Background: an optimization exercise with open tools, aiming at small area. Do not read the settings as production practice.
Only simulation tests tie the RTL to the original design; equivalence was not proved.
Power figures rest on the tool's default switching activity, not on a simulated workload.

Setup of the reference run:
## regfile_scoreboard
module regfile_scoreboard #(
    parameter int DATA_W   = 32,
    parameter int ADDR_W   = 5,
    parameter int ZERO_REG = 1
) (
    input  logic                   clock,
    input  logic                   reset_n,
    input  logic [ADDR_W-1:0]      w_address_s1,
    input  logic [ADDR_W-1:0]      w_address_s2,
    output logic [DATA_W-1:0]      w_data_s1val,
    output logic [DATA_W-1:0]      w_data_s2val,
    input  logic                   w_wr_en,
    input  logic [ADDR_W-1:0]      w_address_d,
    input  logic [DATA_W-1:0]      w_data_dval,
    input  logic                   w_issue_en,
    input  logic [ADDR_W-1:0]      w_issue_addr,
    output logic                   w_stall,
    output logic [(1<<ADDR_W)-1:0] w_pending
);
Size: roughly 1100 flip-flops, ~150 I/O pins, roughly 42000 sq um of cells after synthesis.
==> flow/config.mk <==
export PLATFORM = sky130hd
export DESIGN_NAME = regfile_scoreboard
export DESIGN_NICKNAME = regfile_scoreboard
export VERILOG_FILES = /design/flow/design.v
export SDC_FILE = /design/flow/constraint.sdc
export NUM_CORES = 4
export LEC_CHECK = 0
export CAP_MARGIN = 20
export CORE_MARGIN = 2
export CORE_UTILIZATION = 25
export PLACE_DENSITY = 0.9
export SLEW_MARGIN = 20
export SYNTH_HIERARCHICAL = 1
==> flow/constraint.sdc <==
create_clock -name core_clock -period 8.0 [get_ports {clock}]
set_input_delay 1.6000 -clock core_clock [delete_from_list [all_inputs] [get_ports {clock}]]
set_output_delay 1.6000 -clock core_clock [all_outputs]
set_load 0.01 [all_outputs]
standard.sh (not shown) runs the stock make flow with config.mk's settings and CLKGATE_MAP_FILE= SYNTH_SCRIPT=/design/flow/synth_recipe.tcl, a recipe that flattens the netlist after the stock synthesis.
==> flow/flow/run.sh <==
#!/bin/bash
# Own flow: the standard ORFS layout (standard.sh, unchanged synthesis)
# with these changes:
#  - port buffers are buf_1 instead of the default delay buffer.
#  - before repair_design, combinational cells are set to the smallest size
#    of their family (flow/downsize.tcl), so repair sizes up only where needed.
#  - CTS uses clkbuf_8 with smaller clusters and no dummy loads.
# Each ORFS step writes its full log under orfs/logs/; standard.sh's own
# output goes to standard.log here.
set -euo pipefail
here=$(pwd)
export BUFFER_PORTS_ARGS="-buffer_cell sky130_fd_sc_hd__buf_1"
export PRE_RESIZE_TCL="$here/flow/downsize.tcl"
export CTS_ARGS="-sink_clustering_enable -repair_clock_nets -dont_use_dummy_load -buf_list sky130_fd_sc_hd__clkbuf_8 -sink_clustering_size 16 -sink_clustering_max_diameter 50"
bash standard.sh > "$here/standard.log" 2>&1
==> flow/flow/downsize.tcl <==
# Hooked in before repair_design (PRE_RESIZE_TCL): set every combinational
# cell to the smallest-area cell of its family (same function, e.g.
# a22oi_2 -> a22oi_1). repair_design and repair_timing then size up only
# the cells that slew, capacitance or timing need. Flip-flops, clock cells
# and tap cells are left alone.
set family_min [dict create]
set masters {}
foreach db_lib [[ord::get_db] getLibs] { lappend masters {*}[$db_lib getMasters] }
foreach m $masters {
  set n [$m getName]
  if {![regexp {^(sky130_fd_sc_hd__[a-z0-9]+)_([0-9]+)$} $n -> fam drv]} { continue }
  set lc [get_lib_cells -quiet */$n]
  if {$lc == ""} { continue }
  if {[get_property $lc dont_use]} { continue }
  set a [expr {[$m getWidth] * [$m getHeight]}]
  if {![dict exists $family_min $fam] || $a < [lindex [dict get $family_min $fam] 1]} {
    dict set family_min $fam [list $n $a]
  }
}
set skip {^sky130_fd_sc_hd__(df|edf|sdf|dl|clk|tap|fill|decap|conb|diode|buf_|bufbuf|bufinv|lpflow|probe)}
set n_resized 0
foreach inst [[ord::get_db_block] getInsts] {
  set m [$inst getMaster]
  set n [$m getName]
  if {[regexp $skip $n]} { continue }
  if {![regexp {^(sky130_fd_sc_hd__[a-z0-9]+)_([0-9]+)$} $n -> fam drv]} { continue }
  if {![dict exists $family_min $fam]} { continue }
  set target [lindex [dict get $family_min $fam] 0]
  if {$target ne $n} {
    replace_cell [$inst getName] $target
    incr n_resized
  }
}
puts "downsize.tcl: resized $n_resized instances to the smallest cell of their family"
The reference run ended with every stage complete and zero timing, DRC or antenna violations.
Input-level comparison between the trial run and the reference run:
# the reference run
export LEC_CHECK = 0
export CAP_MARGIN = 20
export CORE_MARGIN = 2
export CORE_UTILIZATION = 25
export PLACE_DENSITY = 0.9
export SLEW_MARGIN = 20
export SYNTH_HIERARCHICAL = 1
create_clock -name core_clock -period 8.0 [get_ports {clock}]
# the trial run
export LEC_CHECK = 0
export CAP_MARGIN = 20
export CORE_MARGIN = 2
export CORE_UTILIZATION = 25
export SLEW_MARGIN = 20
export SYNTH_HIERARCHICAL = 1
create_clock -name core_clock -period 8.0 [get_ports {clock}]
--- outcome ---
- The trial run finished every step from synthesis to the final layout, and the layout passed the timing, DRC and antenna checks.
- Comparing the trial run and the reference run, global routing met2 resource utilization is lower on the reference run.
- The trial run vs the reference run on worst path setup slack after routing: the trial run is the higher one.
- Run comparison: the trial run timing startpoint of the critical path w_address_d[1]; the reference run timing startpoint of the critical path w_wr_en
- On number of cell instances on the worst register-to-register path, the trial run and the reference run are basically level.
- Looking at portion of total power attributed to combinational logic, the trial run sits 0.2 points below the reference run.
- The trial run vs the reference run: count of clock-buffer cells in the layout up in the trial run
- Worst hold margin: the trial run higher than the reference run
- Cell area went up slightly going from the reference run to the trial run.
- The trial run supports a higher top clock frequency than the reference run.
- Comparing the trial run and the reference run, the lower growth of design area from synthesis to finish is on the reference run.
- Against the reference run as the reference, the trial run delivers a higher met1 track utilization from global routing.
- Combined flip-flop and latch cell area: the reference run vs the trial run identical

-- afterwards: timing with drivers on the ports --
The results above use ideal ports. As a check the final layouts listed here were re-extracted and re-timed, cells and wires unchanged.
Step 1 (the two cells are an assumption about what drives the block):
set clk [get_ports {clock}]
set_driving_cell -lib_cell sky130_fd_sc_hd__clkbuf_16 $clk
set_driving_cell -lib_cell sky130_fd_sc_hd__buf_2 [delete_from_list [all_inputs] $clk]
Step 2 also shifts input and output timing later by t, the mid clock arrival at the registers, as if the neighbouring blocks saw the same clock.
a / b / c = no drivers / after step 1 / after step 2; a / b = the first two.
run | t (ns) | setup WS [ns] | worst register clock-pin slew, ns | worst slew at a driven data input, ns | pins driven straight from the clock port
the reference run | 0.798 | 1.125 / 1.097 / 1.097 | 0.11 / 0.11 | 0.11 | 1
the trial run | 0.813 | 1.272 / 1.238 / 1.238 | 0.10 / 0.10 | 0.14 | 1
After both steps every run listed still meets setup and hold. For the trial run, which loses most, drivers alone change the setup slack by -0.034 ns; drivers and shift together by -0.034 ns.
